This is an optimization exercise on Yosys and OpenROAD, whose aim is small area and a short achievable clock period, not a production implementation. The RTL was checked by simulation tests, not by an equivalence proof against the original design. Power figures rest on the tool's default switching activity, not on a simulated workload.

--- flow/config.mk ---
export PLATFORM = sky130hd
export DESIGN_NAME = ex_stage_top
export DESIGN_NICKNAME = ex_stage_top
export VERILOG_FILES = /design/flow/design.v
export SDC_FILE = /design/flow/constraint.sdc
export NUM_CORES = 4
export LEC_CHECK = 0
export ABC_AREA = 1
export CAP_MARGIN = 20
export CORE_MARGIN = 2
export CORE_UTILIZATION = 40
export CTS_CLUSTER_DIAMETER = 60
export CTS_CLUSTER_SIZE = 40
export SETUP_SLACK_MARGIN = 4.45
export SLEW_MARGIN = 20
export SYNTH_HIERARCHICAL = 1
--- flow/constraint.sdc ---
create_clock -name core_clock -period 9.0 [get_ports {clk}]
set_input_delay 1.8000 -clock core_clock [delete_from_list [all_inputs] [get_ports {clk}]]
set_output_delay 1.8000 -clock core_clock [all_outputs]
set_load 0.01 [all_outputs]
--- flow/design.v ---
package rv_isa_pkg;
    typedef logic [64-1:0]   xlen_t;
    typedef logic [32-1:0] inst_t;
    typedef logic [5-1:0] reg_addr_t;
    typedef logic [64/8-1:0] byte_sel_t;
    typedef enum logic [3:0] {
        alu_add  = 4'd0,
        alu_sub  = 4'd1,
        alu_sll  = 4'd2,
        alu_slt  = 4'd3,
        alu_sltu = 4'd4,
        alu_xor  = 4'd5,
        alu_srl  = 4'd6,
        alu_sra  = 4'd7,
        alu_or   = 4'd8,
        alu_and  = 4'd9
    } alu_op_e;
    typedef enum logic [1:0] {
        src1_rs1  = 2'd0,
        src1_pc   = 2'd1,
        src1_zero = 2'd2
    } src1_sel_e;
    typedef enum logic [2:0] {
        src2_rs2   = 3'd0,
        src2_imm_i = 3'd1,
        src2_imm_u = 3'd2,
        src2_shamt = 3'd3,
        src2_four  = 3'd4,
        src2_imm_s = 3'd5
    } src2_sel_e;
    typedef enum logic [3:0] {
        br_none = 4'd0,
        br_jal  = 4'd1,
        br_jalr = 4'd2,
        br_beq  = 4'd3,
        br_bne  = 4'd4,
        br_blt  = 4'd5,
        br_bge  = 4'd6,
        br_bltu = 4'd7,
        br_bgeu = 4'd8
    } br_op_e;
    typedef enum logic [1:0] {
        mem_byte   = 2'd0,
        mem_half   = 2'd1,
        mem_word   = 2'd2,
        mem_double = 2'd3
    } mem_size_e;
endpackage
package ex_bus_pkg;
    typedef struct packed {
        logic                  valid;
        logic [3:0]            alu_op;
        logic                  alu_32;
        logic [1:0]            src1_sel;
        logic [2:0]            src2_sel;
        logic [3:0]            br_op;
        logic                  mem_en;
        logic                  mem_we;
        logic [1:0]            mem_size;
        logic                  load_unsigned;
        logic                  rf_we;
        logic [5-1:0] rf_waddr;
        logic                  sel_rf_res;
        logic [64-1:0]   pc;
        logic [32-1:0] inst;
        logic [64-1:0]   rs1_data;
        logic [64-1:0]   rs2_data;
    } id_to_ex_t;
    typedef struct packed {
        logic                  valid;
        logic [64-1:0]   pc;
        logic [64-1:0]   ex_result;
        logic                  mem_en;
        logic                  mem_we;
        logic [1:0]            mem_size;
        logic                  load_unsigned;
        logic                  rf_we;
        logic [5-1:0] rf_waddr;
        logic                  sel_rf_res;
    } ex_to_mem_t;
    typedef struct packed {
        logic                  rf_we;
        logic [5-1:0] rf_waddr;
        logic [64-1:0]   ex_result;
    } rf_bypass_t;
    typedef struct packed {
        logic              taken;
        logic [64-1:0] target;
    } br_redirect_t;
    typedef struct packed {
        logic                  en;
        logic                  we;
        logic [64-1:0]   addr;
        logic [64-1:0]   wdata;
        logic [64/8-1:0] sel;
    } dmem_req_t;
    typedef struct packed {
        logic [64-1:0] src1;
        logic [64-1:0] src2;
    } operands_t;
endpackage
`timescale 1ns/1ps
module ex_prefix #(
    parameter int W    = 64,
    parameter int KIND = 0
) (
    input  logic [W-1:0] g_i,
    input  logic [W-1:0] p_i,
    input  logic         c_i,
    output logic [W-1:0] c_o,      
    output logic         co_o      
);
    function automatic integer ceil_log2(input integer n);
        integer r;
        begin
            r = 0;
            while ((1 << r) < n) r = r + 1;
            ceil_log2 = r;
        end
    endfunction
    localparam int L = ceil_log2(W + 1);
    localparam int S = (KIND == 2) ? 2 * L - 1 : L;
    logic [S:0][W:0] G, P;
    always_comb begin
        G[0] = {g_i, c_i};
        P[0] = {p_i, 1'b0};
        for (int s = 0; s < S; s++) begin
            G[s+1] = G[s];
            P[s+1] = P[s];
            for (int i = 0; i <= W; i++) begin
                int j;
                j = -1;
                if (KIND == 0) begin
                    if ((i >> s) & 1) j = ((i >> s) << s) - 1;
                end else if (KIND == 1) begin
                    if (i >= (1 << s)) j = i - (1 << s);
                end else if (s < L) begin
                    if (((i + 1) % (1 << (s + 1))) == 0) j = i - (1 << s);
                end else begin
                    int l;
                    l = 2 * L - 2 - s;
                    if (i >= (1 << (l + 1)) && ((i + 1) % (1 << (l + 1))) == (1 << l))
                        j = i - (1 << l);
                end
                if (j >= 0) begin
                    G[s+1][i] = G[s][i] | (P[s][i] & G[s][j]);
                    P[s+1][i] = P[s][i] & P[s][j];
                end
            end
        end
    end
    assign c_o  = G[S][W-1:0];
    assign co_o = G[S][W];
endmodule
module ex_cmp #(
    parameter int W = 64
) (
    input  logic [W-1:0] a_i,
    input  logic [W-1:0] b_i,
    output logic         eq_o,
    output logic         lt_o
);
    function automatic integer ceil_log2(input integer n);
        integer r;
        begin
            r = 0;
            while ((1 << r) < n) r = r + 1;
            ceil_log2 = r;
        end
    endfunction
    localparam int L = ceil_log2(W);
    logic [L:0][W-1:0] E, T;
    always_comb begin
        E    = '0;
        T    = '0;
        E[0] = ~(a_i ^ b_i);
        T[0] = ~a_i & b_i;
        for (int l = 0; l < L; l++) begin
            for (int i = 0; i < (W >> (l + 1)); i++) begin
                E[l+1][i] = E[l][2*i+1] & E[l][2*i];
                T[l+1][i] = T[l][2*i+1] | (E[l][2*i+1] & T[l][2*i]);
            end
        end
    end
    assign eq_o = E[L][0];
    assign lt_o = T[L][0];
endmodule
module ex_prefix_and #(
    parameter int W = 43
) (
    input  logic [W-1:0] x_i,
    output logic [W-1:0] t_o
);
    function automatic integer ceil_log2(input integer n);
        integer r;
        begin
            r = 0;
            while ((1 << r) < n) r = r + 1;
            ceil_log2 = r;
        end
    endfunction
    localparam int L = ceil_log2(W);
    logic [L:0][W:0] T;
    always_comb begin
        T[0] = {x_i, 1'b1};
        for (int s = 0; s < L; s++) begin
            T[s+1] = T[s];
            for (int i = 0; i <= W; i++) begin
                if ((i >> s) & 1) T[s+1][i] = T[s][i] & T[s][((i >> s) << s) - 1];
            end
        end
    end
    assign t_o = T[L][W-1:0];
endmodule
`timescale 1ns/1ps
module ex_load_use (
    input  logic       load_i,
    input  logic [4:0] waddr_i,
    input  logic       valid_i,
    input  logic [4:0] rs1_i,
    input  logic [4:0] rs2_i,
    output logic       stall_o
);
    assign stall_o = load_i & valid_i & ((waddr_i == rs1_i) | (waddr_i == rs2_i));
endmodule
`timescale 1ns/1ps
module ex_stage_top (
    input  logic         clk,
    input  logic         rst,
    input  logic         stall_i,
    input  logic         flush_i,
    input  logic [250:0] id_to_ex_i,
    output logic [140:0] ex_to_mem_o,
    output logic [69:0]  bypass_o,
    output logic [64:0]  redirect_o,
    output logic [137:0] dmem_req_o,
    output logic         stall_load_o
);
    logic        valid;
    logic [3:0]  alu_op;
    logic        word;
    logic [1:0]  src1_sel;
    logic [2:0]  src2_sel;
    logic [3:0]  br_op;
    logic        mem_en, mem_we, load_unsigned, rf_we, sel_rf_res;
    logic [1:0]  mem_size;
    logic [4:0]  rf_waddr;
    logic [63:0] pc, rs1, rs2;
    logic [31:0] inst;
    assign valid         = id_to_ex_i[250];
    assign alu_op        = id_to_ex_i[249:246];
    assign word          = id_to_ex_i[245];
    assign src1_sel      = id_to_ex_i[244:243];
    assign src2_sel      = id_to_ex_i[242:240];
    assign br_op         = id_to_ex_i[239:236];
    assign mem_en        = id_to_ex_i[235];
    assign mem_we        = id_to_ex_i[234];
    assign mem_size      = id_to_ex_i[233:232];
    assign load_unsigned = id_to_ex_i[231];
    assign rf_we         = id_to_ex_i[230];
    assign rf_waddr      = id_to_ex_i[229:225];
    assign sel_rf_res    = id_to_ex_i[224];
    assign pc            = id_to_ex_i[223:160];
    assign inst          = id_to_ex_i[159:128];
    assign rs1           = id_to_ex_i[127:64];
    assign rs2           = id_to_ex_i[63:0];
    logic [63:0] a, b;
    always_comb begin
        case (src1_sel)
            2'd0:    a = rs1;
            2'd1:    a = pc;
            default: a = '0;
        endcase
        case (src2_sel)
            3'd0:    b = rs2;
            3'd1:    b = {{52{inst[31]}}, inst[31:20]};
            3'd2:    b = {{32{inst[31]}}, inst[31:12], 12'b0};
            3'd3:    b = {58'b0, inst[25:20]};
            3'd4:    b = 64'd4;
            default: b = {{52{inst[31]}}, inst[31:25], inst[11:7]};
        endcase
    end
    logic        op_add, op_sub, op_sll, op_slt, op_sltu, op_xor, op_srl, op_sra, op_or, op_and;
    assign op_add  = alu_op == 4'd0;
    assign op_sub  = alu_op == 4'd1;
    assign op_sll  = alu_op == 4'd2;
    assign op_slt  = alu_op == 4'd3;
    assign op_sltu = alu_op == 4'd4;
    assign op_xor  = alu_op == 4'd5;
    assign op_srl  = alu_op == 4'd6;
    assign op_sra  = alu_op == 4'd7;
    assign op_or   = alu_op == 4'd8;
    assign op_and  = alu_op == 4'd9;
    logic        arith, inv, sel_x, sel_g;
    logic [63:0] bx, xx, gl;
    assign arith = op_add | op_sub | op_slt | op_sltu;
    assign inv   = op_sub | op_slt | op_sltu;
    assign sel_x = arith | op_xor | op_or;
    assign sel_g = op_and | op_or;
    assign bx    = b ^ {64{inv}};
    assign xx    = a ^ bx;
    assign gl    = a & bx;
    logic        left, fill;
    logic [5:0]  sh;
    logic [63:0] x, sin, sr, srev;
    assign left = op_sll;
    assign sh   = {b[5] & ~word, b[4:0]};
    assign x    = word ? {{32{op_sra & a[31]}}, a[31:0]} : a;
    assign fill = op_sra & x[63];
    always_comb begin
        for (int i = 0; i < 64; i++) sin[i] = left ? a[63-i] : x[i];
    end
    assign sr = $signed({fill, sin}) >>> sh;
    always_comb begin
        for (int i = 0; i < 64; i++) srev[i] = sr[63-i];
    end
    logic [63:0] pp, gg;
    always_comb begin
        pp = ({64{sel_x}}  & xx)
           | ({64{sel_g}}  & gl)
           | ({64{op_sll}} & srev)
           | ({64{op_srl | op_sra}} & sr);
        gg = {64{arith}} & gl;
    end
    logic [31:0] lcy, lo;
    logic        lco, c32, ltw;
    ex_prefix #(.W(31), .KIND(0)) lo_pfx (
        .g_i (gl[31:1]), .p_i (xx[31:1]), .c_i (gl[0] | (xx[0] & inv)), .c_o (lcy[31:1]),
        .co_o (lco));
    assign lcy[0] = inv;
    assign lo     = pp[31:0] ^ (lcy & {32{arith}});
    assign c32    = arith & lco;
    assign ltw = word & ((op_slt & (xx[31] ? lo[31] : gl[31])) | (op_sltu & ~lco));
    logic        eq, blt_u, blt_s, cond, taken;
    logic [63:0] tbase, timm, target;
    ex_cmp #(.W(64)) br_cmp (.a_i (rs1), .b_i (rs2), .eq_o (eq), .lt_o (blt_u));
    assign blt_s = blt_u ^ rs1[63] ^ rs2[63];
    always_comb begin
        case (br_op)
            4'd1, 4'd2: cond = 1'b1;
            4'd3:       cond = eq;
            4'd4:       cond = ~eq;
            4'd5:       cond = blt_s;
            4'd6:       cond = ~blt_s;
            4'd7:       cond = blt_u;
            4'd8:       cond = ~blt_u;
            default:    cond = 1'b0;
        endcase
    end
    assign taken = valid & cond;
    assign tbase = (br_op == 4'd2) ? rs1 : pc;
    always_comb begin
        case (br_op)
            4'd1:    timm = {{44{inst[31]}}, inst[19:12], inst[20], inst[30:21], 1'b0};
            4'd2:    timm = {{52{inst[31]}}, inst[31:20]};
            default: timm = {{52{inst[31]}}, inst[7], inst[30:25], inst[11:8], 1'b0};
        endcase
    end
    logic [20:0] tcy;
    logic        tc21, tsgn;
    logic [42:0] thi, tup;
    ex_prefix #(.W(21), .KIND(0)) tgt_pfx (
        .g_i (tbase[20:0] & timm[20:0]), .p_i (tbase[20:0] ^ timm[20:0]), .c_i (1'b0),
        .c_o (tcy), .co_o (tc21));
    assign tsgn = inst[31];
    assign thi  = tbase[63:21];
    ex_prefix_and #(.W(43)) tgt_and (.x_i (thi ^ {43{tsgn}}), .t_o (tup));
    assign target = {thi ^ ({43{tsgn ^ tc21}} & tup), tbase[20:0] ^ timm[20:0] ^ tcy};
    logic [63:0] wdata;
    always_comb begin
        case (mem_size)
            2'd0:    wdata = {56'b0, rs2[7:0]};
            2'd1:    wdata = {48'b0, rs2[15:0]};
            2'd2:    wdata = {32'b0, rs2[31:0]};
            default: wdata = rs2;
        endcase
        if (!(valid & mem_en & mem_we)) wdata = '0;
    end
    localparam int QW = 1 + 1 + 1 + 2 + 1 + 1 + 5 + 1 + 64 + 32 + 1 + 32 + 32 + 1 + 1 + 1 + 1 + 1 + 64 + 64;
    logic          clr, hold, load;
    logic [QW-1:0] d, q;
    assign clr  = rst | flush_i;
    assign hold = stall_i & ~clr;
    assign load = ~stall_i & ~clr;
    assign d = {valid, mem_en, mem_we, mem_size, load_unsigned, rf_we, rf_waddr, sel_rf_res,
                pc, lo, c32, pp[63:32], gg[63:33], gg[32] | (pp[32] & c32),
                ltw, op_slt, op_sltu, word, taken,
                {target[63:1], target[0] & (br_op != 4'd2)} & {64{taken}},
                wdata};
    always_ff @(posedge clk) begin
        q <= (q & {QW{hold}}) | (d & {QW{load}});
    end
    logic        valid_q, mem_en_q, mem_we_q, load_unsigned_q, rf_we_q, sel_rf_res_q;
    logic [1:0]  mem_size_q;
    logic [4:0]  rf_waddr_q;
    logic [63:0] pc_q, target_q, wdata_q, res_q;
    logic [31:0] lo_q, pph_q, ggh_q;
    logic        c32_q, ltw_q, slt_q, sltu_q, word_q, taken_q;
    assign {valid_q, mem_en_q, mem_we_q, mem_size_q, load_unsigned_q, rf_we_q, rf_waddr_q,
            sel_rf_res_q, pc_q, lo_q, c32_q, pph_q, ggh_q, ltw_q, slt_q, sltu_q, word_q, taken_q,
            target_q, wdata_q} = q;
    logic [31:0] hcy, hsum, raw_hi;
    logic [31:0] raw_lo;
    logic        c64, lt, ltbit, cmp;
    ex_prefix #(.W(31), .KIND(0)) hi_pfx (
        .g_i (ggh_q[31:1]), .p_i (pph_q[31:1]), .c_i (ggh_q[0]), .c_o (hcy[31:1]),
        .co_o (c64));
    assign hcy[0] = c32_q;
    assign hsum   = pph_q ^ hcy;
    assign lt     = pph_q[31] ? hsum[31] : ggh_q[31];
    assign cmp    = slt_q | sltu_q;
    assign ltbit  = ltw_q | (~word_q & ((slt_q & lt) | (sltu_q & ~c64)));
    assign raw_hi = hsum & {32{~cmp}};
    assign raw_lo = {lo_q[31:1] & {31{~cmp}}, (lo_q[0] & ~cmp) | ltbit};
    assign res_q = {word_q ? {32{raw_lo[31]}} : raw_hi, raw_lo};
    logic       en_q;
    logic [7:0] sel_q;
    assign en_q = valid_q & mem_en_q;
    always_comb begin
        case (mem_size_q)
            2'd0:    sel_q = 8'h01;
            2'd1:    sel_q = 8'h03;
            2'd2:    sel_q = 8'h0f;
            default: sel_q = 8'hff;
        endcase
        if (!en_q) sel_q = '0;
    end
    assign ex_to_mem_o = {valid_q, pc_q, res_q, mem_en_q, mem_we_q, mem_size_q,
                          load_unsigned_q, rf_we_q, rf_waddr_q, sel_rf_res_q};
    assign bypass_o    = {rf_we_q & valid_q, rf_waddr_q, res_q};
    assign redirect_o  = {taken_q, target_q};
    assign dmem_req_o  = {en_q, en_q & mem_we_q, res_q, wdata_q, sel_q};
    ex_load_use load_use_i (
        .load_i   (en_q & ~mem_we_q & (rf_waddr_q != 5'd0)),
        .waddr_i  (rf_waddr_q),
        .valid_i  (id_to_ex_i[250]),
        .rs1_i    (id_to_ex_i[147:143]),
        .rs2_i    (id_to_ex_i[152:148]),
        .stall_o  (stall_load_o)
    );
endmodule
--- flow/flow/run.sh ---
#!/bin/bash
set -euo pipefail
cd "$(dirname "$0")/.."
bash standard.sh "BUFFER_PORTS_ARGS=-buffer_cell sky130_fd_sc_hd__buf_1" finish > standard.log 2>&1
--- flow/standard.sh ---
#!/bin/bash
# synth_recipe.tcl (not shown) runs the flow's synth.tcl, then flattens the netlist and writes it again
# the make line also repeats each setting of config.mk as NAME=value (left out here)
make -C /OpenROAD-flow-scripts/flow DESIGN_CONFIG=/design/flow/config.mk WORK_HOME=/design/flow/orfs CLKGATE_MAP_FILE= SYNTH_SCRIPT=/design/flow/synth_recipe.tcl "${@:-finish}"
==> results by group, run 1 <==
Clock network
  • Clock Latency Late Sink: between 0.5 and 0.6 ns
  • Hold buffers post-CTS: 0
  • Clock tree from TritonCTS: yes
  • Clk sinks: 307
  • Root Driver: clkbuf_16
  • H-tree levels: 2
  • Clock tree buffer depth: 3
  • Clock-pin slew of the registers on the worst-case setup and hold paths: 0.07 ns
  • Inserted Clock Buffers: 35

STA
  • Min Tclk post-route: 4.53 ns
  • Max Fclk: 221 MHz
  • Worst relative slew slack: 28.6%
  • Final Hold Vio Count: 0
  • Final period utilization: 50.3%
  • Worst Tran Pin Value: 1.07 ns
  • Worst clock skew: 0 ns
  • Final setup violating endpoints: 0
  • RSZ-0062 raised after global routing: yes
  • Fin. max-slew vios: 0
  • Setup tns final: 0 ns

Die
  • Width of the die: 277 µm
  • Starting Density: 40.2%
  • Die Ht: 277 µm
  • Die area: roughly 77000 µm²
  • Ports: 670
  • Core Area: around 74000 µm²
  • Row cnt: 100

Setup path
  • Crit-path cells: buf_2, inv_2, nand2_2, buf_12, o22ai_2, nand2_1, nand3_1, nand3_1, nand3_1, nand3_1, nand2_1, o21ai_1, nand2_1, nand3_1, a31o_1, nand3_1, nand2_1
  • WP data required: 9.45 ns
  • Critical path class: input port to register
  • Most common cell on crit path: nand3_1
  • Family with the most delay on the worst path: simple AND/OR/NAND/NOR gates
  • Reg2Reg Setup Slack: 8.20 ns
  • Worst Setup Start Kind: input port
  • CP arrival: 4.98 ns
  • CP Capture Type: register
  • CP max stage delay: 0.59 ns
  • Slowest-stage cell, CP: o22ai_2
  • Worst Path Buf+Inv: 3
  • CP max FO: 31

Placed design
  • Gpl congestion: 1.06
  • Placed cell count: 6249
  • Post-DP Area: between 30000 and 40000 µm²
  • Detail Placement HPWL: 107000 µm
  • Port Buffers: 662

Final layout
  • Area of the multi-input gates: 20400 µm²
  • FF/Latch Area: 6150 µm²
  • Top reg by flops: q
  • Final Cell Area: 35300 µm²
  • Filler cells: 8048
  • # nets final: 5830
  • Biggest regs: q: 307 flops
  • Post-route insts no fill: 6430
  • Area Overhead vs Synth: 18.3%
  • Number of flip-flops in the largest register: 307
  • Share of cells above drive strength 1: 9.15%
  • Final core occ: 47.6%

Global route
  • GR Overflow Total: 0
  • Global-route wire length before repair: 205000 µm
  • Number of global-route vias before repair: roughly 32k
  • Largest net degree at the start of global routing: ~160
  • Global Route Usage Sum: 35.3%
  • Initial antenna violation count: 10

Yosys
  • Synth warn: 11
  • Mapped Cells: 4998
  • Average size of a mapped cell: 5.97 µm²
  • Post-Syn Area: a little under 30000 µm²

Detailed routing
  • Drt wl/cell: 22.4 µm
  • # DRC: 0
  • Antenna Nets Post-Route: 0
  • 1st-iter DRT viols: 4183
  • Detailed-route wire length: about 140000 µm
  • Vias/cell: 5.57
  • Vias: 35.8k
  • TritonRoute pass-1 iters: 9

Power and ir drop
  • VDD IR max: 0.000112 V
  • Pwr/cell area: 140 nW/µm²
  • Leak: between 15 and 20 nW

Run status
  • Status: no timing/DRC/antenna violations

Run
  • Max_cap viols: 0

Min path
  • Hold Crit Class: register to register
area by class of cell:
cell class | count | share of cell area, %
clock inverters | 26 | 0.939
diodes | 8 | 0.0567
repair buffers | 801 | 11.7
clock buffers | 38 | 2.63
repair inverters | 4 | 0.0780
multi-input cells | 3746 | 57.9
well taps | 969 | 3.43
flip-flops and latches | 307 | 17.4
inverters | 531 | 5.89
placed cells by master (no fill, tap or decap), types with 21 or more instances in the layout:
cell,n
a22o_1,64
ha_1,147
a31oi_1,40
o2111ai_1,27
nand2_4,23
a21oi_1,108
nor2_2,21
nand2_1,1595
clkbuf_16,42
nor2_1,181
nand3_1,656
o21ai_0,290
o21ai_1,81
xnor2_1,99
buf_1,637
inv_1,495
buf_4,99
nand2_2,41
xor2_1,102
dfxtp_1,304
nand4_1,39
layer usage:
metal | global-route usage (%) | up-vias | wire [µm]
met5 | 0 | - | 45
met4 | 21.3 | 6 | 9960
met3 | 8.37 | 429 | 14300
met2 | 55.8 | 1907 | 62800
met1 | 43.6 | 16500 | 57100
li1 | - | 17000 | -
path summary, 6_finish.rpt:
check                                     start        endpoint  cells after the start
worst min register to register   q[292]$_DFF_P_  q[292]$_DFF_P_                      2
worst min-delay path             q[292]$_DFF_P_  q[292]$_DFF_P_                      2
worst max register to register   q[295]$_DFF_P_  q[295]$_DFF_P_                      2
worst max-delay path            id_to_ex_i[244]  q[211]$_DFF_P_                     17
power by group:
part	leakage [nW]	total [mW]	internal (mW)	switching [mW]
registers	2.48	1.40	1.39	0.0195
clock network	0.601	1.58	0.872	0.703
logic	13.2	1.96	0.613	1.35
worst reg2reg max path, cell delays in order (launching register included):
cell and delay (ns):
dfxtp_1 0.47, inv_1 0.09, o21ai_0 0.16
metrics by stage:
step | setup WS, ns | hold slack, ns | total power, mW
3_5_place_dp | 2.38 | 0.438 | 3.11
6_report | 4.47 | 0.450 | 4.94
4_1_cts | 4.42 | 0.453 | 4.81
3_3_place_gp | 2.43 | 0.435 | 3.11
5_1_grt | 4.42 | 0.462 | 5.15
2_1_floorplan | 4.45 | 0.426 | 2.57
what timing repair did:
action	in CTS	in global routing
resized for setup	145	161
setup endpoints to repair	228	151
gates cloned	18	10
pin swaps	20	31
endpoints found under the hold margin	0	0
setup buffers	30	51
==> inputs of run 2 (changes only) <==
--- a/flow/config.mk
+++ b/flow/config.mk
@@ -11,6 +11,6 @@
 export CORE_UTILIZATION = 40
 export CTS_CLUSTER_DIAMETER = 60
 export CTS_CLUSTER_SIZE = 40
-export SETUP_SLACK_MARGIN = 4.45
+export SETUP_SLACK_MARGIN = 4.55
 export SLEW_MARGIN = 20
 export SYNTH_HIERARCHICAL = 1
==> run 2 against run 1 <==
Effect of this change:
- critical path depth increased by 12
- wire length increased by 3.4%
- power increased by 3.3%
- maximum frequency increased by 1.8%
- clock skew unchanged
- sequential cell count unchanged
- non-clock buffer count increased by 29
- sequential share of layout area decreased by 0.37 points
- sequential power about the same
- register-to-register slack got worse by 0.03 ns
- first-iteration DRC count decreased by 6.3%
- largest power group unchanged
==> results by group, run 2 <==
Global route
  • M1 GR Usage: 45.0%
  • Met3 Track Usage GR: 7.97%
  • Number of global-route vias before repair: 31.9k
  • GR Overflow Total: 0
  • Largest net degree at the start of global routing: between 150 and 200
  • Initial antenna violation count: 12
  • Busiest grt layer: met2
  • Met2 Resource Use GR: 56.7%
  • Global-route wire length before repair: around 210000 µm
  • Global Route Usage Sum: 36.2%

Setup path
  • CP Capture Type: register
  • CP max FO: 11
  • CP max stage delay: 0.31 ns
  • Family with the most delay on the worst path: simple AND/OR/NAND/NOR gates
  • Worst Setup Start Kind: input port
  • Most common cell on crit path: nand2_1
  • Crit path depth: 29
  • CP startpoint: id_to_ex_i[240]
  • Reg2Reg Setup Slack: slightly above 8 ns
  • CP arrival: 4.91 ns
  • RR Endpoint: q[296]$_DFF_P_
  • Setup crit end: q[132]$_DFF_P_
  • WP data required: 9.46 ns
  • Worst r2r src: q[296]$_DFF_P_
  • Worst Reg-to-Reg Cells: 2
  • Slowest-stage cell, CP: ha_1
  • Worst Path Buf+Inv: 5
  • Critical path class: input port to register

Detailed routing
  • Vias: ~36k
  • # DRC: 0
  • 1st-iter DRT viols: 3920
  • Drt wl/cell: 23.0 µm
  • TritonRoute pass-1 iters: 10
  • Vias/cell: roughly 5.6
  • Detailed-route wire length: 149000 µm
  • Antenna Nets Post-Route: 0

Final layout
  • Share of cells above drive strength 1: 10.9%
  • Final core occ: between 40% and 50%
  • Area of the multi-input gates: 20900 µm²
  • Post-route insts no fill: 6472
  • Top reg by flops: q
  • Most common cell after layout, fill and taps aside: nand2_1
  • Filler cells: around 8.0k
  • FF/Latch Area: a little over 6000 µm²
  • # nets final: 5867
  • Most frequent cells in the layout: nand2_1 (1587), nand3_1 (650), buf_1 (621)
  • Final Cell Area: 36200 µm²
  • Number of flip-flops in the largest register: 307
  • Biggest regs: q: 307 flops
  • Area Overhead vs Synth: 21.2%

STA
  • Setup tns final: 0 ns
  • Final Hold Vio Count: 0
  • Worst Tran Pin Value: 1.09 ns
  • Fin Hold WS: approximately 0.45 ns
  • Fin. max-slew vios: 0
  • Worst clock skew: 0 ns
  • Worst relative slew slack: approximately 28%
  • Max Fclk: approximately 220 MHz
  • Final period utilization: 49.4%
  • Final setup violating endpoints: 0
  • RSZ-0062 raised after global routing: yes
  • Min Tclk post-route: 4.45 ns
  • Fin worst setup slack: 4.55 ns

Placed design
  • Port Buffers: 662
  • Gpl congestion: a little over 1
  • Placed cell count: about 6.3k
  • Post-DP Area: 31700 µm²
  • Detail Placement HPWL: 110000 µm
  • Dpl ws: 2.07 ns

Yosys
  • Average size of a mapped cell: between 5 and 6 µm²
  • Post-Syn Area: between 20000 and 30000 µm²
  • Mapped Cells: about 5k
  • Synth warn: 11

Run status
  • Status: no timing/DRC/antenna violations

Clock network
  • Clock Latency Late Sink: 0.58 ns
  • Root Driver: clkbuf_16
  • Clock tree buffer depth: 3
  • Clock tree from TritonCTS: yes
  • Inserted Clock Buffers: 35
  • Clock-pin slew of the registers on the worst-case setup and hold paths: 0.06 ns
  • Clk sinks: a little over 300
  • H-tree levels: 2

Power and ir drop
  • Leak: 16.6 nW
  • Pwr/cell area: 141 nW/µm²
  • VDD IR max: ~0.00013 V
  • Total power: 5.10 mW

Die
  • Core Area: approximately 74000 µm²
  • Ports: 670
  • Die Ht: between 200 and 300 µm
  • Starting Density: 40.2%
  • Row cnt: 100
  • Width of the die: 277 µm
  • Die area: 76800 µm²

Run
  • Max_cap viols: 0

Min path
  • Hold Crit Class: register to register
-- run 2: cell types whose count changed in the layout (fill, tap and decap cells not counted), moves of 6 or more --
cell     previous run  this run
buf_1             637       621
nand2_1          1595      1587
o22ai_2             8         2
buf_4              99       126
dfxtp_1           304       296
nand2_4            23        35
o21ai_1            81        71
o21ai_2            20        28
buf_12             17        24
nand3_1           656       650
-- run 2: what timing repair did --
| item | in CTS | in global routing |
|---|---|---|
| resized for setup | 181 | 232 |
| endpoints found under the setup margin | 232 | 205 |
| hold buffers | 0 | 0 |
| setup buffers | 33 | 77 |
| gates cloned | 19 | 16 |
| pin swaps | 25 | 59 |
-- run 2: layer usage --
layer / vias up / part of all wire (%)
met5: - / 0.11
met4: 6 / 7.2
met3: 424 / 9.4
met2: 1851 / 43
met1: 16700 / 40
li1: 17100 / -
-- run 2: final cells by class --
class                      instances  share of cell area [%]
antenna                           13                  0.0899
clock buffer                      38                    2.45
clock inverter                    26                    1.13
inverter                         531                    5.80
multi-input combinational       3753                    57.8
sequential                       307                    17.1
tap                              969                    3.35
timing repair buffer             830                    12.2
timing repair inverter             5                   0.100
-- run 2: worst register-to-register path, stage by stage, from the launching register on --
cell	delay, ns
dfxtp_1	0.50
inv_1	0.09
o21ai_0	0.17
-- run 2: how the worst min path moves through the flow --
stage | start | endpoint | slack [ns] | cells past startpoint
after floorplan | q[203]$_DFF_P_ | q[203]$_DFF_P_ | 0.43 | 2
after global placement | q[56]$_DFF_P_ | q[56]$_DFF_P_ | 0.44 | 2
after detailed placement | q[261]$_DFF_P_ | q[261]$_DFF_P_ | 0.44 | 2
after CTS | q[261]$_DFF_P_ | q[261]$_DFF_P_ | 0.45 | 2
after global routing | q[223]$_DFF_P_ | q[223]$_DFF_P_ | 0.46 | 2
final | q[223]$_DFF_P_ | q[223]$_DFF_P_ | 0.45 | 2
-- run 2: report_power, final --
| part | total, mW | leakage (nW) | switching (mW) | internal, mW |
|---|---|---|---|---|
| clock network | 1.65 | 0.628 | 0.721 | 0.933 |
| registers | 1.40 | 2.49 | 0.0196 | 1.38 |
| logic | 2.04 | 13.5 | 1.40 | 0.646 |
==> inputs of run 3 (changes only) <==
--- a/flow/config.mk
+++ b/flow/config.mk
@@ -8,9 +8,9 @@
 export ABC_AREA = 1
 export CAP_MARGIN = 20
 export CORE_MARGIN = 2
-export CORE_UTILIZATION = 40
+export CORE_UTILIZATION = 50
 export CTS_CLUSTER_DIAMETER = 60
 export CTS_CLUSTER_SIZE = 40
-export SETUP_SLACK_MARGIN = 4.55
+export SETUP_SLACK_MARGIN = 4.3
 export SLEW_MARGIN = 20
 export SYNTH_HIERARCHICAL = 1
==> run 3 against run 2 <==
Effect of this change:
- wire length is 8.3% lower
- clock-buffer cell count fell by 8
- first-iteration DRC count grew 17%
- register-to-register slack worse by 0.02 ns
- sequential power about the same
- clock skew is the same
- critical path depth is 10 lower
- critical path type unchanged
==> results by group, run 3 <==
Run status
  • Status: no timing/DRC/antenna violations

Setup path
  • Worst Setup Start Kind: input port
  • RR Endpoint: q[297]$_DFF_P_
  • Worst r2r src: q[297]$_DFF_P_
  • WP data required: 9.52 ns
  • Crit-path cells: buf_1, nand2_1, nor2_2, nand2_1, nand2_8, nand3_1, nand3_1, nand2_1, o21ai_2, o21ai_1, or2_1, nand3_1, nand2_1, o21ai_2, nand2_1, nand3_1, nand3_1, nand3_1, nand2_1
  • CP max stage delay: ~0.4 ns
  • CP arrival: 5.25 ns
  • Worst Reg-to-Reg Cells: 2
  • Critical path class: input port to register
  • CP Capture Type: register
  • Slowest-stage cell, CP: nor2_2
  • CP max FO: 33
  • Reg2Reg Setup Slack: about 8 ns

STA
  • Worst Tran Pin Value: 0.949 ns
  • RSZ-0062 raised after global routing: yes
  • Worst clock skew: 0 ns
  • Min Tclk post-route: between 4 and 5 ns
  • Max Fclk: 211 MHz
  • Worst relative slew slack: 36.8%
  • Final setup violating endpoints: 0
  • Setup tns final: 0 ns
  • Final Hold Vio Count: 0
  • Fin. max-slew vios: 0
  • Final period utilization: 52.6%

Final layout
  • Top reg by flops: q
  • Post-route insts no fill: approximately 6.2k
  • Biggest regs: q: 307 flops
  • Number of flip-flops in the largest register: 307
  • Area Overhead vs Synth: 13.2%
  • # nets final: 5762
  • Filler cells: 6247
  • Share of cells above drive strength 1: 6.73%
  • Most common cell after layout, fill and taps aside: nand2_1
  • Most frequent cells in the layout: nand2_1 (1609), nand3_1 (667), buf_1 (648)
  • Final core occ: between 50% and 60%

Clock network
  • Inserted Clock Buffers: 30
  • Clock tree buffer depth: 3
  • Root Driver: clkbuf_16
  • Clock tree from TritonCTS: yes
  • Clk sinks: 307
  • Clock-pin slew of the registers on the worst-case setup and hold paths: 0.08 ns
  • H-tree levels: 1
  • Clock Latency Late Sink: 0.64 ns

Global route
  • Number of global-route vias before repair: 31.1k
  • Largest net degree at the start of global routing: 155
  • GR Overflow Total: 0
  • Global Route Usage Sum: about two fifths
  • Global-route wire length before repair: 193000 µm
  • Initial antenna violation count: 17

Die
  • Die area: 61600 µm²
  • Die Ht: between 200 and 250 µm
  • Row cnt: 89
  • Width of the die: 248 µm
  • Ports: 670
  • Core Area: 59000 µm²
  • Starting Density: between 50% and 60%

Placed design
  • Gpl congestion: 1.08
  • Placed cell count: 6060
  • Port Buffers: 662
  • Detail Placement HPWL: around 100000 µm

Power and ir drop
  • Sequential share of power: ~30%
  • Internal: 2.62 mW
  • Sw Share: 43.8%
  • Net Sw Power: about 2.0 mW
  • Pwr/cell area: 138 nW/µm²
  • VDD IR max: 0.000177 V
  • Leak: 15.7 nW
  • Total power: 4.67 mW
  • Clock power frac: 30.3%
  • Comb power frac: 39.6%

Detailed routing
  • Detailed-route wire length: approximately 140000 µm
  • # DRC: 0
  • Antenna Nets Post-Route: 0
  • 1st-iter DRT viols: 4578
  • Vias: ~35k
  • Drt wl/cell: 22.2 µm
  • Vias/cell: 5.73
  • TritonRoute pass-1 iters: 7

Run
  • Max_cap viols: 0

Yosys
  • Post-Syn Area: just under 30000 µm²
  • Synth warn: 11
  • Mapped Cells: roughly 5.0k
  • Average size of a mapped cell: 5.97 µm²

Min path
  • Sink of the worst hold path: q[287]$_DFF_P_
  • Hold Crit Class: register to register
  • Hold_sp: q[287]$_DFF_P_
  • Worst Hold Depth: 2
[run 3: what timing repair did]
item / 4_1_cts / 5_1_grt
buffers inserted: 9 / 15
gates resized for setup: 81 / 102
hold buffers: 0 / 0
pin swaps: 8 / 15
gates cloned: 5 / 10
endpoints found under the setup margin: 228 / 231
[run 3: cell type report]
cell class	count	area, µm²	share of cell area (%)
Antenna cell	15	37.5	0.111
Inverter	531	2060	6.10
Timing Repair inverter	3	17.5	0.0518
Multi-Input combinational cell	3742	20000	59.3
Timing Repair Buffer	743	3440	10.2
Sequential cell	307	6150	18.2
Clock buffer	30	751	2.22
Tap cell	773	967	2.86
Clock inverter	26	344	1.02
[run 3: worst max-delay path: cells and delay by family]
family	cells	cell delay, ns
buffers and inverters	1	0.17
AO/OA/AOI/OAI	3	0.64
AND/OR/NAND/NOR	15	2.61
[run 3: how the worst max path moves through the flow]
stage,start,end,depth (start not counted)
after detailed placement,id_to_ex_i[243],q[202]$_DFF_P_,19
after global routing,id_to_ex_i[240],q[132]$_DFF_P_,29
after CTS,id_to_ex_i[241],q[132]$_DFF_P_,24
final,id_to_ex_i[248],q[218]$_DFF_P_,19
after global placement,id_to_ex_i[243],q[202]$_DFF_P_,19
after floorplan,id_to_ex_i[239],q[88]$_DFF_P_,20
[run 3: per-layer routing]
layer	routed length, µm	GRT usage (%)	up-vias
li1	-	-	16900
met3	15200	9.74	431
met2	58700	64.7	1904
met1	52200	51.6	16100
met5	70	0	-
met4	10400	27.0	10
[run 3: power groups by stage]
stage / combinational, mW / clock, mW / sequential (mW)
floorplan: 1.13 / 0 / 1.44
global placement: 1.67 / 0 / 1.44
detailed placement: 1.67 / 0 / 1.44
CTS: 1.72 / 1.43 / 1.40
global route: 1.98 / 1.48 / 1.41
finish: 1.85 / 1.41 / 1.40
[run 3: through the flow]
stage               setup slack [ns]  hold WS [ns]  cell area, µm²
floorplan                       4.31         0.426           29900
global placement                2.48         0.435           31400
detailed placement              2.43         0.439           31400
CTS                             4.20         0.456           33000
global route                    4.08         0.469           33800
finish                          4.27         0.452           33800
==> inputs of run 4 (changes only) <==
--- a/flow/config.mk
+++ b/flow/config.mk
@@ -11,6 +11,6 @@
 export CORE_UTILIZATION = 50
 export CTS_CLUSTER_DIAMETER = 60
 export CTS_CLUSTER_SIZE = 40
-export SETUP_SLACK_MARGIN = 4.3
+export SETUP_SLACK_MARGIN = 4.45
 export SLEW_MARGIN = 20
 export SYNTH_HIERARCHICAL = 1
==> run 4 against run 3 <==
Effect of this change:
- still clean on timing, DRC and antenna
- first-iteration DRC count is 2.9% lower
- cell count grew 0.66%
- sequential cell count is the same
- die area did not move
- critical path depth increased by 1
- synthesized area unchanged
==> results by group, run 4 <==
Run status
  • Status: no timing/DRC/antenna violations

Detailed routing
  • Vias: 36.4k
  • Antenna Nets Post-Route: 0
  • # DRC: 0
  • 1st-iter DRT viols: 4443
  • TritonRoute pass-1 iters: 10
  • Vias/cell: around 6
  • Detailed-route wire length: 143000 µm
  • Drt wl/cell: between 20 and 25 µm

Final layout
  • Most frequent cells in the layout: nand2_1 (1599), nand3_1 (666), buf_1 (627)
  • Area Overhead vs Synth: 16.3%
  • # nets final: slightly below 6k
  • Most common cell after layout, fill and taps aside: nand2_1
  • Top reg by flops: q
  • Number of flip-flops in the largest register: slightly above 300
  • Filler cells: 6235
  • Biggest regs: q: 307 flops
  • Share of cells above drive strength 1: 8.45%

Min path
  • Hold_sp: q[216]$_DFF_P_
  • Sink of the worst hold path: q[216]$_DFF_P_
  • Hold Crit Class: register to register
  • Worst Hold Depth: 2

Power and ir drop
  • Leak: 16.1 nW
  • VDD IR max: 0.000165 V
  • Pwr/cell area: ~140 nW/µm²

Clock network
  • H-tree levels: 1
  • Inserted Clock Buffers: 29
  • Root Driver: clkbuf_16
  • Clock Latency Late Sink: 0.63 ns
  • Clock tree buffer depth: 3
  • Hold buffers post-CTS: 0
  • Clock-pin slew of the registers on the worst-case setup and hold paths: 0.09 ns
  • Clock tree from TritonCTS: yes
  • Clk sinks: approximately 300

Die
  • Width of the die: 248 µm
  • Starting Density: 50.6%
  • Ports: 670
  • Die area: ~60000 µm²
  • Core Area: between 50000 and 60000 µm²
  • Die Ht: 248 µm
  • Row cnt: 89

Setup path
  • RR Endpoint: q[295]$_DFF_P_
  • Critical path class: input port to register
  • Worst Reg-to-Reg Cells: 2
  • WP data required: 9.52 ns
  • Reg2Reg Setup Slack: 8.14 ns
  • CP max FO: 41
  • Worst r2r src: q[295]$_DFF_P_
  • CP arrival: roughly 5.0 ns
  • Worst Setup Start Kind: input port
  • CP Capture Type: register

Global route
  • M1 GR Usage: 52.9%
  • Met3 Track Usage GR: 11.3%
  • Largest net degree at the start of global routing: 151
  • Global Route Usage Sum: between 40% and 50%
  • Number of global-route vias before repair: 32.0k
  • Busiest grt layer: met2
  • Initial antenna violation count: 20
  • Met2 Resource Use GR: 66.5%
  • Global-route wire length before repair: 199000 µm
  • GR Overflow Total: 0

Placed design
  • Detail Placement HPWL: 104000 µm
  • Dpl ws: about 2.3 ns
  • Gpl congestion: 1.08
  • Port Buffers: 662

STA
  • Max Fclk: 221 MHz
  • Final period utilization: 50.2%
  • Final Hold Vio Count: 0
  • Worst clock skew: 0 ns
  • Final setup violating endpoints: 0
  • Worst Tran Pin Value: approximately 1.0 ns
  • Setup tns final: 0 ns
  • RSZ-0062 raised after global routing: yes
  • Min Tclk post-route: 4.52 ns
  • Worst relative slew slack: between 30% and 40%
  • Fin. max-slew vios: 0
  • Fin worst setup slack: 4.48 ns

Yosys
  • Mapped Cells: around 5k
  • Synth warn: 11
  • Average size of a mapped cell: 5.97 µm²
  • Post-Syn Area: between 20000 and 30000 µm²

Run
  • Max_cap viols: 0
[run 4: repair_timing]
item | CTS | global route
endpoints found under the setup margin | 231 | 177
cloned | 19 | 15
resized for setup | 143 | 136
pin swaps | 12 | 26
setup buffers | 17 | 39
[run 4: report_power, final]
part / internal [mW] / total [mW] / switching, mW
Sequential: 1.38 / 1.40 / 0.0199
Clock: 0.692 / 1.37 / 0.681
Combinational: 0.605 / 1.95 / 1.34
[run 4: through the flow]
step	cell area (µm²)	instances	util [%]	hold WS (ns)	power (mW)
6_report	34700	6211	58.8	0.452	4.72
5_1_grt	34700	6200	58.8	0.473	4.91
3_3_place_gp	31400	6050	53.2	0.434	3.09
2_1_floorplan	29900	4999	-	0.426	2.57
4_1_cts	33500	6139	56.8	0.455	4.57
3_5_place_dp	31400	6050	53.2	0.437	3.10
[run 4: how the worst max path moves through the flow]
stage	startpoint	to	depth (start not counted)
finish	id_to_ex_i[242]	q[184]$_DFF_P_	20
global route	id_to_ex_i[240]	q[132]$_DFF_P_	26
CTS	id_to_ex_i[241]	q[132]$_DFF_P_	26
detailed placement	id_to_ex_i[239]	q[103]$_DFF_P_	23
global placement	id_to_ex_i[240]	q[202]$_DFF_P_	22
floorplan	id_to_ex_i[241]	q[132]$_DFF_P_	25
[run 4: critical path: stages]
cell and delay (ns):
buf_4 0.28, inv_2 0.11, nor2_4 0.21, nand2_2 0.25, nand2_8 0.20, inv_16 0.09
buf_8 0.20, nand2_1 0.09, o21ai_1 0.06, inv_1 0.17, o21ai_1 0.12, or2_1 0.24
nand3_1 0.08, nand2_1 0.06, o21ai_1 0.31, nand2_1 0.12, nand3_1 0.25, o2111ai_1 0.22
nand2_1 0.10, nand2_1 0.05
[run 4: layout make-up]
type	instances	area (µm²)	area share [%]
clock buffers	32	767	2.21
repair buffers	779	4040	11.6
well taps	773	967	2.79
diodes	18	45.0	0.130
repair inverters	3	17.5	0.0505
flip-flops and latches	307	6160	17.7
multi-input cells	3747	20300	58.6
clock inverters	21	282	0.811
inverters	531	2090	6.02
[run 4: metal layers]
metal  share of wire, %  routed length (µm)
met1                 38               54400
met2                 42               60200
met3                 12               16900
met4                8.0               11500
met5              0.068                  97
==> inputs of run 5 (changes only) <==
--- a/flow/config.mk
+++ b/flow/config.mk
@@ -11,6 +11,6 @@
 export CORE_UTILIZATION = 50
 export CTS_CLUSTER_DIAMETER = 60
 export CTS_CLUSTER_SIZE = 40
-export SETUP_SLACK_MARGIN = 4.45
+export SETUP_SLACK_MARGIN = 4.55
 export SLEW_MARGIN = 20
 export SYNTH_HIERARCHICAL = 1
==> run 5 against run 4 <==
Effect of this change:
- cell area rose by 3.2%
- first-iteration DRC count increased by 6.9%
- largest power group unchanged
- synthesized area unchanged
- register-to-register slack about the same
- highest routed layer unchanged
- sequential cell count unchanged
- clock skew stayed put
- worst hold slack about the same
==> results by group, run 5 <==
Run status
  • Status: no timing/DRC/antenna violations

Yosys
  • Synth warn: 11
  • Average size of a mapped cell: ~6 µm²
  • Mapped Cells: approximately 5k
  • Post-Syn Area: 29800 µm²

Die
  • Width of the die: 248 µm
  • Starting Density: 50.6%
  • Die Ht: 248 µm
  • Row cnt: 89
  • Ports: 670
  • Die area: between 60000 and 70000 µm²
  • Core Area: slightly below 60000 µm²

Final layout
  • Share of cells above drive strength 1: a little over a tenth
  • Top reg by flops: q
  • # nets final: 5854
  • Most frequent cells in the layout: nand2_1 (1588), nand3_1 (656), buf_1 (625)
  • Most common cell after layout, fill and taps aside: nand2_1
  • Post-route insts no fill: between 6k and 7k
  • Area Overhead vs Synth: 20.1%
  • Number of flip-flops in the largest register: 307
  • Biggest regs: q: 307 flops

Power and ir drop
  • Sw Share: 43.0%
  • VDD IR max: 0.000154 V
  • Pwr/cell area: approximately 140 nW/µm²
  • Net Sw Power: 2.12 mW
  • Sequential share of power: 28.5%
  • Comb power frac: 41.2%
  • Leak: 16.5 nW
  • Clock power frac: roughly 30%
  • Internal: 2.81 mW

Placed design
  • Placed cell count: 6048
  • Gpl congestion: 1.09
  • Detail Placement HPWL: 103000 µm
  • Port Buffers: approximately 660

Min path
  • Hold Crit Class: register to register

Global route
  • Global-route wire length before repair: ~200000 µm
  • Global Route Usage Sum: 43.3%
  • Number of global-route vias before repair: 31.5k
  • Largest net degree at the start of global routing: 148
  • Initial antenna violation count: 9
  • GR Overflow Total: 0

STA
  • Fin. max-slew vios: 0
  • Setup tns final: 0 ns
  • Min Tclk post-route: roughly 4.5 ns
  • RSZ-0062 raised after global routing: yes
  • Final setup violating endpoints: 0
  • Final Hold Vio Count: 0
  • Worst Tran Pin Value: 1.14 ns
  • Final period utilization: 49.7%
  • Worst clock skew: 0 ns
  • Worst relative slew slack: 23.8%
  • Max Fclk: roughly 220 MHz

Detailed routing
  • Vias/cell: 5.84
  • # DRC: 0
  • Vias: 36.6k
  • Detailed-route wire length: 145000 µm
  • Antenna Nets Post-Route: 0
  • 1st-iter DRT viols: 4751
  • Drt wl/cell: 23.1 µm
  • TritonRoute pass-1 iters: 6

Run
  • Max_cap viols: 0

Setup path
  • WP data required: 9.51 ns
  • CP max FO: 16
  • Critical path class: input port to register
  • CP arrival: between 4 and 5 ns
  • CP Capture Type: register
  • Worst Setup Start Kind: input port

Clock network
  • Root Driver: clkbuf_16
  • Clock-pin slew of the registers on the worst-case setup and hold paths: 0.08 ns
  • Clock tree from TritonCTS: yes
  • H-tree levels: 2
  • Clock tree buffer depth: 3
  • Clk sinks: 307
  • Inserted Clock Buffers: 34
  • Clock Latency Late Sink: between 0.5 and 0.6 ns
==> run 5: layout make-up <==
| class | instances | area (µm²) |
|---|---|---|
| Tap cell | 773 | 967 |
| Sequential cell | 307 | 6160 |
| Clock buffer | 39 | 870 |
| Timing Repair inverter | 4 | 28.8 |
| Clock inverter | 23 | 300 |
| Timing Repair Buffer | 817 | 4460 |
| Antenna cell | 11 | 27.5 |
| Fill cell | 6076 | 23200 |
| Multi-Input combinational cell | 3755 | 20900 |
| Inverter | 531 | 2100 |
==> run 5: power by group through the flow <==
stage	registers, mW	clock network (mW)	logic (mW)
2_1_floorplan	1.44	0	1.14
3_3_place_gp	1.44	0	1.66
3_5_place_dp	1.44	0	1.66
4_1_cts	1.40	1.51	1.79
5_1_grt	1.41	1.56	2.15
6_report	1.41	1.50	2.03
==> run 5: routing by layer <==
metal	vias up	track usage, %	wire length (µm)
met2	2228	66.5	61200
met4	6	27.6	11000
met3	512	13.1	18600
met1	16800	52.6	53900
li1	17000	-	-
met5	-	0	43
==> run 5: metrics by stage <==
| step | setup slack (ns) | hold slack (ns) | area [µm²] | utilization, % | power (mW) |
|---|---|---|---|---|---|
| after CTS | 4.52 | 0.455 | 34000 | 57.5 | 4.70 |
| after floorplan | 4.55 | 0.426 | 30000 | - | 2.58 |
| after detailed placement | 2.32 | 0.437 | 31400 | 53.2 | 3.10 |
| after global routing | 4.40 | 0.472 | 35800 | 60.7 | 5.12 |
| final | 4.53 | 0.452 | 35800 | 60.7 | 4.94 |
| after global placement | 2.33 | 0.435 | 31400 | 53.2 | 3.09 |
==> run 5: worst paths after layout <==
path                          to  cells after the start  slack, ns      startpoint
setup / recovery   q[96]$_DFF_P_                     20       4.53  id_to_ex_i[28]
hold / removal    q[214]$_DFF_P_                      2       0.45  q[214]$_DFF_P_
setup reg to reg  q[297]$_DFF_P_                      2       8.15  q[297]$_DFF_P_
hold reg to reg   q[214]$_DFF_P_                      2       0.45  q[214]$_DFF_P_
==> run 5: what timing repair did <==
action,in CTS,in global routing
cloned,23,20
hold buffers,0,0
buffers inserted,32,64
resized for setup,168,254
pin swaps,24,65
endpoints found under the setup margin,232,233
==> run 5: worst max-delay path: stages <==
cell       delay (ns)
buf_1            0.45
ha_1             0.20
nand2_1          0.05
nor2_2           0.11
nand4_2          0.17
a21oi_1          0.25
nor2_1           0.06
nand2_1          0.14
nand2_1          0.08
nand2_2          0.09
xnor2_2          0.11
xor2_1           0.24
a21oi_1          0.10
o31ai_1          0.11
nand2_1          0.14
o2111ai_4        0.17
nand3_4          0.13
buf_12           0.19
clkbuf_16        0.21
o21ai_0          0.17
==> inputs of run 6 (changes only) <==
--- a/flow/config.mk
+++ b/flow/config.mk
@@ -8,9 +8,9 @@
 export ABC_AREA = 1
 export CAP_MARGIN = 20
 export CORE_MARGIN = 2
-export CORE_UTILIZATION = 50
+export CORE_UTILIZATION = 55
 export CTS_CLUSTER_DIAMETER = 60
 export CTS_CLUSTER_SIZE = 40
-export SETUP_SLACK_MARGIN = 4.55
+export SETUP_SLACK_MARGIN = 4.5
 export SLEW_MARGIN = 20
 export SYNTH_HIERARCHICAL = 1
==> run 6 against run 5 <==
Effect of this change:
- highest routed layer unchanged
- critical endpoint is now q[182]$_DFF_P_
- clock skew unchanged
- non-clock buffer count down 4
- critical path type unchanged
- clock power down 11%
- largest power group unchanged
- largest cell class unchanged
==> results by group, run 6 <==
Run status
  • Status: no timing/DRC/antenna violations

STA
  • Worst Tran Pin Value: ~1.2 ns
  • Worst relative slew slack: between 20 and 25%
  • Fin worst setup slack: approximately 4.4 ns
  • Max Fclk: 220 MHz
  • Fin. max-slew vios: 0
  • RSZ-0062 raised after global routing: yes
  • Min Tclk post-route: 4.55 ns
  • Final Hold Vio Count: 0
  • Final setup violating endpoints: 0
  • Worst clock skew: 0 ns
  • Final period utilization: 50.6%
  • Setup tns final: 0 ns

Die
  • Width of the die: 237 µm
  • Ports: 670
  • Die area: between 50000 and 60000 µm²
  • Starting Density: 55.6%
  • Row cnt: 85
  • Die Ht: ~240 µm
  • Core Area: 53700 µm²

Global route
  • Global Route Usage Sum: a little under half
  • Initial antenna violation count: 14
  • Global-route wire length before repair: just under 200000 µm
  • GR Overflow Total: 0
  • Largest net degree at the start of global routing: ~160
  • Number of global-route vias before repair: 32.0k

Clock network
  • Clock-pin slew of the registers on the worst-case setup and hold paths: 0.08 ns
  • Root Driver: clkbuf_16
  • H-tree levels: 1
  • Clk sinks: 307
  • Clock tree from TritonCTS: yes
  • Inserted Clock Buffers: 28
  • Clock Latency Late Sink: 0.62 ns
  • Clock tree buffer depth: 3

Detailed routing
  • TritonRoute pass-1 iters: 9
  • Vias/cell: 5.98
  • Detailed-route wire length: 142000 µm
  • Antenna Nets Post-Route: 0
  • Vias: 36.9k
  • # DRC: 0
  • Drt wl/cell: 23.0 µm
  • 1st-iter DRT viols: 5296

Placed design
  • Gpl congestion: 1.05
  • Detail Placement HPWL: 102000 µm
  • Port Buffers: ~660
  • Dpl ws: 2.51 ns

Yosys
  • Average size of a mapped cell: between 5 and 6 µm²
  • Synth warn: 11
  • Post-Syn Area: 29800 µm²
  • Mapped Cells: 4998

Power and ir drop
  • Pwr/cell area: 135 nW/µm²
  • Total power: 4.71 mW
  • Leak: 16.3 nW
  • VDD IR max: 0.000156 V

Setup path
  • CP arrival: between 5 and 6 ns
  • Worst Setup Start Kind: input port
  • Critical path class: input port to register
  • CP Capture Type: register
  • WP data required: 9.54 ns
  • CP max FO: 17

Final layout
  • Area Overhead vs Synth: 17.3%
  • Most common cell after layout, fill and taps aside: nand2_1
  • Area of the multi-input gates: 20400 µm²
  • Share of cells above drive strength 1: a little under a tenth
  • Biggest regs: q: 307 flops
  • Filler cells: around 5.2k
  • # nets final: 5831
  • FF/Latch Area: roughly 6200 µm²
  • Top reg by flops: q
  • Most frequent cells in the layout: nand2_1 (1601), nand3_1 (663), buf_1 (605)
  • Number of flip-flops in the largest register: 307

Run
  • Max_cap viols: 0

Min path
  • Hold Crit Class: register to register
run 6: worst max-delay path: stages:
cell        delay (ns)
buf_2             0.15
nor2_4            0.16
clkinv_4          0.11
nand2_8           0.18
o21ai_0           0.18
o2bb2ai_2         0.24
nand2_4           0.14
clkinvlp_4        0.32
nand2_1           0.20
buf_4             0.29
inv_2             0.20
a21oi_1           0.51
nand2_1           0.25
o2111ai_1         0.19
nand2_1           0.08
nand2_1           0.08
run 6: final cells by class:
type,count,area share [%]
Timing Repair inverter,2,0.0286
Clock inverter,17,0.733
Timing Repair Buffer,813,12.6
Antenna cell,19,0.136
Clock buffer,33,2.20
Sequential cell,307,17.6
Inverter,531,5.96
Multi-Input combinational cell,3744,58.2
Tap cell,696,2.49
run 6: report_power, final:
part / switching, mW / total [mW] / internal [mW]
sequential: 0.0204 / 1.41 / 1.38
combinational: 1.34 / 1.97 / 0.626
clock: 0.657 / 1.34 / 0.683
run 6: routing by layer:
layer | GRT usage, % | share of wire, % | wire, µm
met1 | 56.0 | 37 | 51800
met2 | 70.0 | 41 | 58400
met3 | 13.9 | 13 | 18300
met4 | 35.4 | 9.2 | 13000
met5 | 0 | 0.013 | 18
run 6: stage by stage:
step                hold slack (ns)  util, %  area [µm²]  instances
finish                        0.456     65.2       35000       6162
CTS                           0.454     62.3       33400       6059
detailed placement            0.437     58.4       31400       5974
global placement              0.435     58.3       31300       5973
floorplan                     0.426        -       30000       4999
global route                  0.467     65.1       35000       6146
run 6: path summary, 6_finish.rpt:
check	startpoint	end	slack (ns)	cells past startpoint
setup / recovery	id_to_ex_i[240]	q[182]$_DFF_P_	4.45	16
hold / removal	q[277]$_DFF_P_	q[277]$_DFF_P_	0.46	2
setup reg to reg	q[295]$_DFF_P_	q[295]$_DFF_P_	8.13	2
hold reg to reg	q[277]$_DFF_P_	q[277]$_DFF_P_	0.46	2
run 6: repair_timing:
item | 4_1_cts | 5_1_grt
endpoints found under the setup margin | 232 | 175
pin swaps | 13 | 47
setup buffers | 17 | 72
gates resized for setup | 136 | 195
hold buffers | 0 | 0
cloned | 18 | 12

==> afterwards: timing with drivers on the ports <==
The flow's constraints put no driver on any port. The routed layouts listed below were extracted and timed again, unchanged, in two steps.
Step 1: set_driving_cell puts a clkbuf_16 on clk and a buf_2 on each other input, an assumption about the parent block.
Step 2 moves the port delays by t, midway between the first and last clock arrival at a register: inputs arrive t later, outputs are due t later. That takes back most of the time a late clock gives input paths.
Three values: no drivers, after step 1, after step 2; two values: the first two.
run | t (ns) | setup WS [ns] | worst setup path at the end
run 1 | 0.651 | 4.471 / 4.461 / 3.846 | input to register
run 2 | 0.643 | 4.550 / 4.570 / 3.933 | input to register
run 3 | 0.694 | 4.266 / 4.307 / 3.613 | input to register
run 4 | 0.680 | 4.483 / 4.476 / 3.795 | input to register
run 5 | 0.637 | 4.527 / 4.522 / 3.893 | input to register
run 6 | 0.671 | 4.447 / 4.464 / 3.792 | input to register
After both steps every run listed still meets setup and hold. The setup slack of run 4, which loses most, moves by -0.007 ns with the drivers and by -0.688 ns with both steps.
